What follows belongs to an exercise in optimizing a design on an open flow for small area, a short achievable clock period and few clock cycles; a production flow would make more cautious choices. The RTL was checked by simulation tests, not by an equivalence proof against the original design.

<file path="flow/config.mk">
export PLATFORM = sky130hd
export DESIGN_NAME = line_follower_turn_sequencer
export DESIGN_NICKNAME = line_follower_turn_sequencer
export VERILOG_FILES = /design/flow/design.v
export SDC_FILE = /design/flow/constraint.sdc
export NUM_CORES = 4
export LEC_CHECK = 0
export CAP_MARGIN = 20
export CORE_MARGIN = 2
export CORE_UTILIZATION = 40
export SLEW_MARGIN = 20
</file>
<file path="flow/constraint.sdc">
create_clock -name core_clock -period 8.0 [get_ports {clk}]
set_input_delay 1.6000 -clock core_clock [delete_from_list [all_inputs] [get_ports {clk}]]
set_output_delay 1.6000 -clock core_clock [all_outputs]
set_load 0.01 [all_outputs]
</file>
<file path="flow/design.v">
`default_nettype none
package lfts_pkg;
	localparam int YAW_W    = 16;
	localparam int TIME_W   = 32;
	localparam int ANGLE_W  = 9;
	localparam int PERIOD_W = 20;
	localparam int PROD_W   = 36;   
	localparam int THR_W    = 33;   
	localparam int HEAD_W   = 40;   
	localparam int PWR_W    = 8;
	localparam int CFG_IDX_W  = 2;
	localparam int CFG_DATA_W = 20;
	localparam logic [THR_W-1:0] HEADING_PER_DEG = THR_W'(16000000);
	localparam logic [ANGLE_W-1:0]  TURN_ANGLE_RST       = ANGLE_W'(72);
	localparam logic [ANGLE_W-1:0]  TURNAROUND_ANGLE_RST = ANGLE_W'(140);
	localparam logic [PERIOD_W-1:0] PERIOD_RST           = PERIOD_W'(10000);
	localparam logic signed [PWR_W-1:0] PWR_ZERO = PWR_W'(0);
	localparam logic signed [PWR_W-1:0] PWR_FWD  = PWR_W'(60);
	localparam logic signed [PWR_W-1:0] PWR_TURN = PWR_W'(70);
	localparam logic signed [PWR_W-1:0] PWR_BACK = 8'shBA;   
	localparam logic signed [PWR_W-1:0] PWR_CHK  = PWR_W'(50);
	typedef logic [2:0] mode_t;
	localparam logic [2:0] MODE_FWD        = 3'd0;
	localparam logic [2:0] MODE_LEFT       = 3'd1;
	localparam logic [2:0] MODE_CHECK      = 3'd2;
	localparam logic [2:0] MODE_RIGHT      = 3'd3;
	localparam logic [2:0] MODE_TURN90     = 3'd4;
	localparam logic [2:0] MODE_TURNAROUND = 3'd5;
	typedef logic [CFG_IDX_W-1:0] cfg_reg_t;
	localparam logic [CFG_IDX_W-1:0] REG_TURN_ANGLE       = 2'd0;
	localparam logic [CFG_IDX_W-1:0] REG_TURNAROUND_ANGLE = 2'd1;
	localparam logic [CFG_IDX_W-1:0] REG_PERIOD           = 2'd2;
	typedef struct packed {
		logic outer_left;
		logic inner_left;
		logic middle;
		logic inner_right;
		logic outer_right;
		logic park;
	} ir_t;
	typedef struct packed {
		ir_t  ir;
		logic turn_done;
		logic turnaround_done;
	} fsm_in_t;
	typedef struct packed {
		mode_t                   next_mode;
		logic                    clear_heading;
		logic signed [PWR_W-1:0] left_power;
		logic signed [PWR_W-1:0] right_power;
	} fsm_out_t;
	function automatic logic [THR_W-1:0] angle_thr(input logic [ANGLE_W-1:0] deg);
		angle_thr = THR_W'(deg) * HEADING_PER_DEG;
	endfunction
endpackage
`default_nettype wire
`default_nettype none
module lfts_mode_fsm
(
	input  wire [2:0]            mode_i,
	input  wire [7:0]            fin_i,
	output wire [19:0]           fout_o
);
	lfts_pkg::mode_t    mode;
	lfts_pkg::fsm_in_t  fin;
	lfts_pkg::fsm_out_t fout;
	assign mode   = mode_i;
	assign fin    = fin_i;
	assign fout_o = fout;
	lfts_pkg::mode_t next_mode;
	logic  clear_heading;
	logic  ol, il, mid, irr, orr, pk;
	assign ol  = fin.ir.outer_left;
	assign il  = fin.ir.inner_left;
	assign mid = fin.ir.middle;
	assign irr = fin.ir.inner_right;
	assign orr = fin.ir.outer_right;
	assign pk  = fin.ir.park;
	always_comb begin
		next_mode     = mode;
		clear_heading = 1'b0;
		case (mode)
			lfts_pkg::MODE_LEFT: begin
				if (!ol && !il && mid && !irr && !orr) begin
					next_mode     = lfts_pkg::MODE_FWD;
					clear_heading = 1'b1;
				end
			end
			lfts_pkg::MODE_RIGHT: begin
				if (mid) begin
					next_mode     = lfts_pkg::MODE_FWD;
					clear_heading = 1'b1;
				end
			end
			lfts_pkg::MODE_TURN90: begin
				if (fin.turn_done) begin
					next_mode     = lfts_pkg::MODE_CHECK;
					clear_heading = 1'b1;
				end
			end
			lfts_pkg::MODE_TURNAROUND: begin
				if (fin.turnaround_done) begin
					next_mode     = lfts_pkg::MODE_CHECK;
					clear_heading = 1'b1;
				end
			end
			lfts_pkg::MODE_CHECK: begin
				if (mid) next_mode = lfts_pkg::MODE_FWD;
				if (il)  next_mode = lfts_pkg::MODE_RIGHT;
				if (irr) next_mode = lfts_pkg::MODE_LEFT;
			end
			default: begin
				next_mode = lfts_pkg::MODE_FWD;
				if (!il && !mid && irr && !pk) next_mode = lfts_pkg::MODE_LEFT;
				if (il && !mid && !irr && !pk) next_mode = lfts_pkg::MODE_RIGHT;
				if (ol && il && mid && irr && orr && !pk) next_mode = lfts_pkg::MODE_TURN90;
				if (!ol && !il && !mid && !irr && !orr && !pk) next_mode = lfts_pkg::MODE_TURNAROUND;
			end
		endcase
	end
	always_comb begin
		fout.next_mode     = next_mode;
		fout.clear_heading = clear_heading;
		case (mode)
			lfts_pkg::MODE_LEFT: begin
				fout.left_power  = lfts_pkg::PWR_FWD;
				fout.right_power = lfts_pkg::PWR_ZERO;
			end
			lfts_pkg::MODE_RIGHT: begin
				fout.left_power  = lfts_pkg::PWR_ZERO;
				fout.right_power = lfts_pkg::PWR_FWD;
			end
			lfts_pkg::MODE_TURN90: begin
				fout.left_power  = lfts_pkg::PWR_ZERO;
				fout.right_power = lfts_pkg::PWR_TURN;
			end
			lfts_pkg::MODE_TURNAROUND: begin
				fout.left_power  = lfts_pkg::PWR_BACK;
				fout.right_power = lfts_pkg::PWR_TURN;
			end
			lfts_pkg::MODE_CHECK: begin
				fout.left_power  = lfts_pkg::PWR_CHK;
				fout.right_power = lfts_pkg::PWR_CHK;
			end
			default: begin
				fout.left_power  = lfts_pkg::PWR_FWD;
				fout.right_power = lfts_pkg::PWR_FWD;
			end
		endcase
	end
endmodule
`default_nettype wire
`default_nettype none
module line_follower_turn_sequencer
(
	input  wire                clk,
	input  wire                arst_n,
	input  wire                in_valid,
	output wire                in_ready,
	input  wire                in_ir_outer_left,
	input  wire                in_ir_inner_left,
	input  wire                in_ir_middle,
	input  wire                in_ir_inner_right,
	input  wire                in_ir_outer_right,
	input  wire                in_ir_park,
	input  wire signed [15:0]  in_yaw_rate,
	input  wire [31:0]         in_time_us,
	output wire                out_valid,
	input  wire                out_ready,
	output wire signed [7:0]   out_left_power,
	output wire signed [7:0]   out_right_power,
	output wire [2:0]          out_next_mode,
	input  wire                cfg_valid,
	output wire                cfg_ready,
	input  wire [1:0]          cfg_reg_index,
	input  wire [19:0]         cfg_wdata
);
	logic [lfts_pkg::THR_W-1:0]    turn_thr_q;
	logic [lfts_pkg::THR_W-1:0]    turnaround_thr_q;
	logic [lfts_pkg::PERIOD_W-1:0] period_q;
	logic                      valid_s1;
	lfts_pkg::ir_t                       ir_s1;
	logic signed [lfts_pkg::PROD_W-1:0]  step_s1;
	logic [lfts_pkg::TIME_W-1:0]         time_s1;
	logic                      valid_s2;
	logic signed [lfts_pkg::PWR_W-1:0]   left_power_s2;
	logic signed [lfts_pkg::PWR_W-1:0]   right_power_s2;
	lfts_pkg::mode_t                     next_mode_s2;
	lfts_pkg::mode_t                     mode_q;
	logic                      pending_q;
	logic [lfts_pkg::TIME_W-1:0]         last_time_q;
	logic signed [lfts_pkg::HEAD_W-1:0]  heading_q;
	logic                      accept;
	logic                      adv;
	logic signed [lfts_pkg::PROD_W:0]    prod_full;
	lfts_pkg::fsm_in_t                   fin;
	lfts_pkg::fsm_out_t                  fout;
	logic signed [lfts_pkg::HEAD_W-1:0]  head_base;
	logic signed [lfts_pkg::HEAD_W:0]    head_sum;
	logic signed [lfts_pkg::HEAD_W-1:0]  head_nx;
	logic [lfts_pkg::TIME_W-1:0]         elapsed;
	assign adv          = valid_s1 && (!valid_s2 || out_ready);
	assign in_ready = !valid_s1 || adv;
	assign accept       = in_valid && in_ready;
	assign cfg_ready    = 1'b1;
	assign prod_full = in_yaw_rate * $signed({1'b0, period_q});
	always_ff @(posedge clk or negedge arst_n) begin
		if (!arst_n) begin
			turn_thr_q       <= lfts_pkg::angle_thr(lfts_pkg::TURN_ANGLE_RST);
			turnaround_thr_q <= lfts_pkg::angle_thr(lfts_pkg::TURNAROUND_ANGLE_RST);
			period_q         <= lfts_pkg::PERIOD_RST;
		end else if (cfg_valid) begin
			case (cfg_reg_index)
				lfts_pkg::REG_TURN_ANGLE:       turn_thr_q <= lfts_pkg::angle_thr(cfg_wdata[lfts_pkg::ANGLE_W-1:0]);
				lfts_pkg::REG_TURNAROUND_ANGLE: turnaround_thr_q <= lfts_pkg::angle_thr(cfg_wdata[lfts_pkg::ANGLE_W-1:0]);
				lfts_pkg::REG_PERIOD:           period_q <= cfg_wdata[lfts_pkg::PERIOD_W-1:0];
				default:              ;  
			endcase
		end
	end
	always_ff @(posedge clk or negedge arst_n) begin
		if (!arst_n) begin
			valid_s1 <= 1'b0;
		end else if (in_ready) begin
			valid_s1 <= in_valid;
		end
	end
	always_ff @(posedge clk) begin
		if (accept) begin
			ir_s1.outer_left  <= in_ir_outer_left;
			ir_s1.inner_left  <= in_ir_inner_left;
			ir_s1.middle      <= in_ir_middle;
			ir_s1.inner_right <= in_ir_inner_right;
			ir_s1.outer_right <= in_ir_outer_right;
			ir_s1.park        <= in_ir_park;
			step_s1           <= prod_full[lfts_pkg::PROD_W-1:0];
			time_s1           <= in_time_us;
		end
	end
	always_comb begin
		fin.ir              = ir_s1;
		fin.turn_done       = heading_q >= $signed({{(lfts_pkg::HEAD_W-lfts_pkg::THR_W){1'b0}}, turn_thr_q});
		fin.turnaround_done = heading_q >= $signed({{(lfts_pkg::HEAD_W-lfts_pkg::THR_W){1'b0}}, turnaround_thr_q});
	end
	lfts_mode_fsm u_fsm (
		.mode_i (mode_q),
		.fin_i  (fin),
		.fout_o (fout)
	);
	always_comb begin
		head_base = fout.clear_heading ? '0 : heading_q;
		head_sum  = {head_base[lfts_pkg::HEAD_W-1], head_base}
			+ {{(lfts_pkg::HEAD_W+1-lfts_pkg::PROD_W){step_s1[lfts_pkg::PROD_W-1]}}, step_s1};
		if (head_sum[lfts_pkg::HEAD_W] != head_sum[lfts_pkg::HEAD_W-1]) begin
			head_nx = head_sum[lfts_pkg::HEAD_W] ? {1'b1, {(lfts_pkg::HEAD_W-1){1'b0}}}
				: {1'b0, {(lfts_pkg::HEAD_W-1){1'b1}}};
		end else begin
			head_nx = head_sum[lfts_pkg::HEAD_W-1:0];
		end
	end
	assign elapsed = time_s1 - last_time_q;
	always_ff @(posedge clk or negedge arst_n) begin
		if (!arst_n) begin
			mode_q      <= lfts_pkg::MODE_FWD;
			pending_q   <= 1'b0;
			last_time_q <= '0;
			heading_q   <= '0;
		end else if (adv) begin
			mode_q <= fout.next_mode;
			if (pending_q) begin
				heading_q   <= head_nx;
				last_time_q <= time_s1;
				pending_q   <= 1'b0;
			end else begin
				heading_q <= head_base;
				if (elapsed >= {{(lfts_pkg::TIME_W-lfts_pkg::PERIOD_W){1'b0}}, period_q}) pending_q <= 1'b1;
			end
		end
	end
	always_ff @(posedge clk or negedge arst_n) begin
		if (!arst_n) begin
			valid_s2 <= 1'b0;
		end else if (adv) begin
			valid_s2 <= 1'b1;
		end else if (out_ready) begin
			valid_s2 <= 1'b0;
		end
	end
	always_ff @(posedge clk) begin
		if (adv) begin
			left_power_s2  <= fout.left_power;
			right_power_s2 <= fout.right_power;
			next_mode_s2   <= fout.next_mode;
		end
	end
	assign out_valid       = valid_s2;
	assign out_left_power  = left_power_s2;
	assign out_right_power = right_power_s2;
	assign out_next_mode   = next_mode_s2;
endmodule
`default_nettype wire
</file>
<file path="flow/run.sh">
#!/bin/bash
# synth_recipe.tcl (not shown) runs the flow's synth.tcl, then flattens the netlist and writes it again
# the make line also repeats each setting of config.mk as NAME=value (left out here)
make -C /OpenROAD-flow-scripts/flow DESIGN_CONFIG=/design/flow/config.mk WORK_HOME=/design/flow/orfs CLKGATE_MAP_FILE= SYNTH_SCRIPT=/design/flow/synth_recipe.tcl finish
</file>
==> impl_metrics.yaml <==
cts:
  clkLatencyLatePin_ns: 0.56
  cts.sinks: 231
  cts_made_buffers: 27
  htreeDepth: 1
  cts_buffer_depth: 3
  cts.clk_slew.worst_paths_ns: 0.06
  cts_tree: "done"
  post_cts_buffers: 0
  root_buffer: "clkbuf_16"
setup_path:
  endpoint_kind: "flip-flop"
  ff2ff_path_depth: 23
  reg2reg_setup_slack_ns: 0.88
  critical_path.most_common_cell: "fa_1"
  r2r_end: "step_s1[35]"
  cp_slowest_cell: "fa_1"
  crit_chain: "clkdlybuf4s50_1 > buf_4 > and2_1 > fa_1 > fa_1 > inv_1 > fa_1 > inv_1 > fa_1 > inv_1 > fa_1 > inv_1 > fa_1 > ha_1 > a21o_1 > a21o_1 > a21oi_1 > o31ai_1 > a311o_1 > a311oi_2 > o21bai_1 > and4_1 > or3_1 > o211a_1"
  critPathKind: "input pin to flip-flop"
  critPathRequiredTime_ns: 8.31
  start_kind: "input pin"
  slowest_delay_ns: 0.55
  reg2reg_from: "period_q[8]"
  arrival_ns: 8.03
  cp_max_fo: 5
timing:
  timing.hold.ws_ns: 0.485
  slew_headroom: 0.364
  rsz0062_at_grt: "no"
  setup_violations: 0
  skew_ns: 0.0177
  setup_ws_ns: 0.281
  worst_pin_slew_ns: 0.954
  finalHoldViolations: 0
  slew_violations: 0
  fmax_mhz: 130
  period_share: 0.965
  period_minus_slack_ns: 7.72
synth:
  synth_warnings: 2
  synth_compound_area_frac: 0.124
  synth_top_family_by_area: "adder cells"
  synthArstFlopShare: 0.623
  syn_area_sq_um: 26400
  synthSimpleGateAreaFrac: 0.133
  synth_edf_count: 87
  muxShareOfSynthArea: 0.0268
  ys_ff_latch: 231
  synth.area.top_cells: "fa_1, ha_1, dfrtp_1, edfxtp_1, inv_1"
  yosysUniqueCellTypes: 82
  synth_fa_ha_area_frac: 0.360
  ys_seq_area_frac: 0.237
  synth.top_cell.area_share: 0.207
  yosysTopAreaCell: "fa_1"
  syn_area_per_cell_sq_um: 9.57
  synthCells: 2755
  synth_flop_cell: "dfrtp_1"
  synthXorXnorAreaFrac: 0.0369
placement:
  hpwl_mm: 53.3
  placed_cells: 3726
  gp_congestion: 0.905
  io_buffers: 97
  place_ws_ns: -0.428
finish:
  final_cell_mix: "inv_1, ha_1, nand2_1, fa_1, and2_1"
  n_fill_cell: 6207
  final_nets: 3567
  final_core_util: 0.455
  drive_above_1_share: 0.0938
  fin_cells: 3777
  regArea_sq_um: 6240
  mostFrequentLayoutCell: "inv_1"
  synthToLayoutAreaGrowth_pct: 13.0
  multi_input_area_sq_um: 18000
hold_path:
  hold_end: "turnaround_thr_q[26]"
  hp-class: "flip-flop to flip-flop"
  hp-start: "turnaround_thr_q[26]"
  whs_path_depth: 2
drt:
  avgViaCountPerCell: 5.16
  drtIter0Drc: 1196
  wl_per_cell_um: 17.6
  drc: 0
  wirelength_mm: 66.3
  final_antenna_net_count: 0
  dr.pass1.iters: 5
  vias: 19500
grt:
  antenna_found_initial: 2
  track_usage: 0.198
  grtUsageMet2: 0.315
  grt_pass1_vias: 20300
  grt_max_degree: 75
  grt.overflow.total: 0
  grt_busiest_layer: "met2"
  grt_pass1_wl_mm: 108
  met3_usage: 0.0258
  met1_usage: 0.286
floorplan:
  rows: 94
  die_h_um: 261
  core-area_sq_um: 65500
  dieArea_sq_um: 68000
  initial_core_util: 0.402
  io_pins: 103
  die_width_um: 261
status:
  outcome: "finished clean"
run:
  drv_cap: 0
## area by class of cell
type,count,area share
Multi-Input combinational cell,1967,0.604
Tap cell,864,0.0363
Clock inverter,20,0.00832
Sequential cell,231,0.210
Inverter,459,0.0578
Antenna cell,1,0.0000840
Timing Repair Buffer,205,0.0608
Clock buffer,30,0.0231
## what timing repair did
action,4_1_cts,5_1_grt
hold buffers,0,0
endpoints found under the hold margin,0,0
resized for setup,0,6
setup endpoints to repair,0,1
## per-layer routing
metal	vias to the layer above	routed length (um)
li1	9392	-
met1	9615	32100
met2	396	29500
met3	94	2950
met4	0	1750
met5	-	0
## registers in the layout, summed over array words and instances, names as in the netlist
register,count
valid_s2,1
ir_s1,6
mode_q,3
step_s1,36
left_power_s2,5
pending_q,1
valid_s1,1
time_s1,32
turn_thr_q,23
next_mode_s2,3
turnaround_thr_q,23
period_q,20
right_power_s2,5
heading_q,40
last_time_q,32
## synthesized netlist by cell type (all sizes together), types with 20 or more instances
cell type and count:
dfrtp 123, a221o 36, dfstp 21, nand3 29, fa 273, and2 158
nand2 314, a21oi 112, o21bai 20, xor2 32, inv 459, nor2 78
nor2b 20, o21ai 103, edfxtp 87, xnor2 79, nor3 29, ha 322
clkbuf 81, a21o 73, mux2 61
## how the worst max path moves through the flow
stage	depth (start not counted)	from	to	slack [ns]
CTS	24	in_yaw_rate[6]	step_s1[35]	0.17
global placement	24	in_yaw_rate[6]	step_s1[35]	-0.43
floorplan	22	in_yaw_rate[15]	step_s1[35]	0.05
finish	24	in_yaw_rate[12]	step_s1[35]	0.28
detailed placement	24	in_yaw_rate[6]	step_s1[35]	-0.43
global route	24	in_yaw_rate[12]	step_s1[35]	0.01
## worst max-delay path, delay by kind of cell
family	cells	cell delay (ns)
adders and majority gates	7	3.34
buffers and inverters	6	0.78
and+or+nand+nor	3	0.75
AOI/OAI and AO/OA	8	1.56
## cells by family (layout without fill, tap and decap cells)
logic type,Yosys count,after routing
AO/OA/AOI/OAI,476,476
XOR/XNOR,111,111
adder cells (fa/ha/maj),595,595
buffers and inverters,560,714
flip-flops,231,231
multiplexers,63,63
other,2,6
AND/OR/NAND/NOR,717,717
## per-stage QoR
stage	area, sq um	setup TNS, ns
2_1_floorplan	26400	0
3_3_place_gp	28800	-1.50
3_5_place_dp	28800	-1.78
4_1_cts	29800	0
5_1_grt	29800	0
6_report	29800	0
Testbench counts, summed over its fixed seeds: cycles 35,617.

port drivers added, routing unchanged:
The results above use ideal ports. As a check the final layout listed here was re-extracted and re-timed, cells and wires unchanged. Step 1 (the two cells are an assumption about what drives the block):
set clk [get_ports {clk}]
set_driving_cell -lib_cell sky130_fd_sc_hd__clkbuf_16 $clk
set_driving_cell -lib_cell sky130_fd_sc_hd__buf_2 [delete_from_list [all_inputs] $clk]
Step 2 adds t to the input delays and takes it off the output delays; t is the mean of the earliest and latest rising clock arrival at the registers after step 1. Input paths then give back, and output paths get back, about the clock's delay inside the block. Slacks: ideal / step 1 / step 2; pairs: ideal / step 1.
shift t [ns]: 0.613
setup WS [ns]: 0.281 / 0.305 / -0.308
worst hold slack (ns): 0.485 / 0.485 / 0.485
worst slew at a driven data input, ns: 0.05
With both steps, setup timing fails in this run, where it was met with ideal ports. For this run, drivers alone change the setup slack by +0.024 ns; drivers and shift together by -0.589 ns.
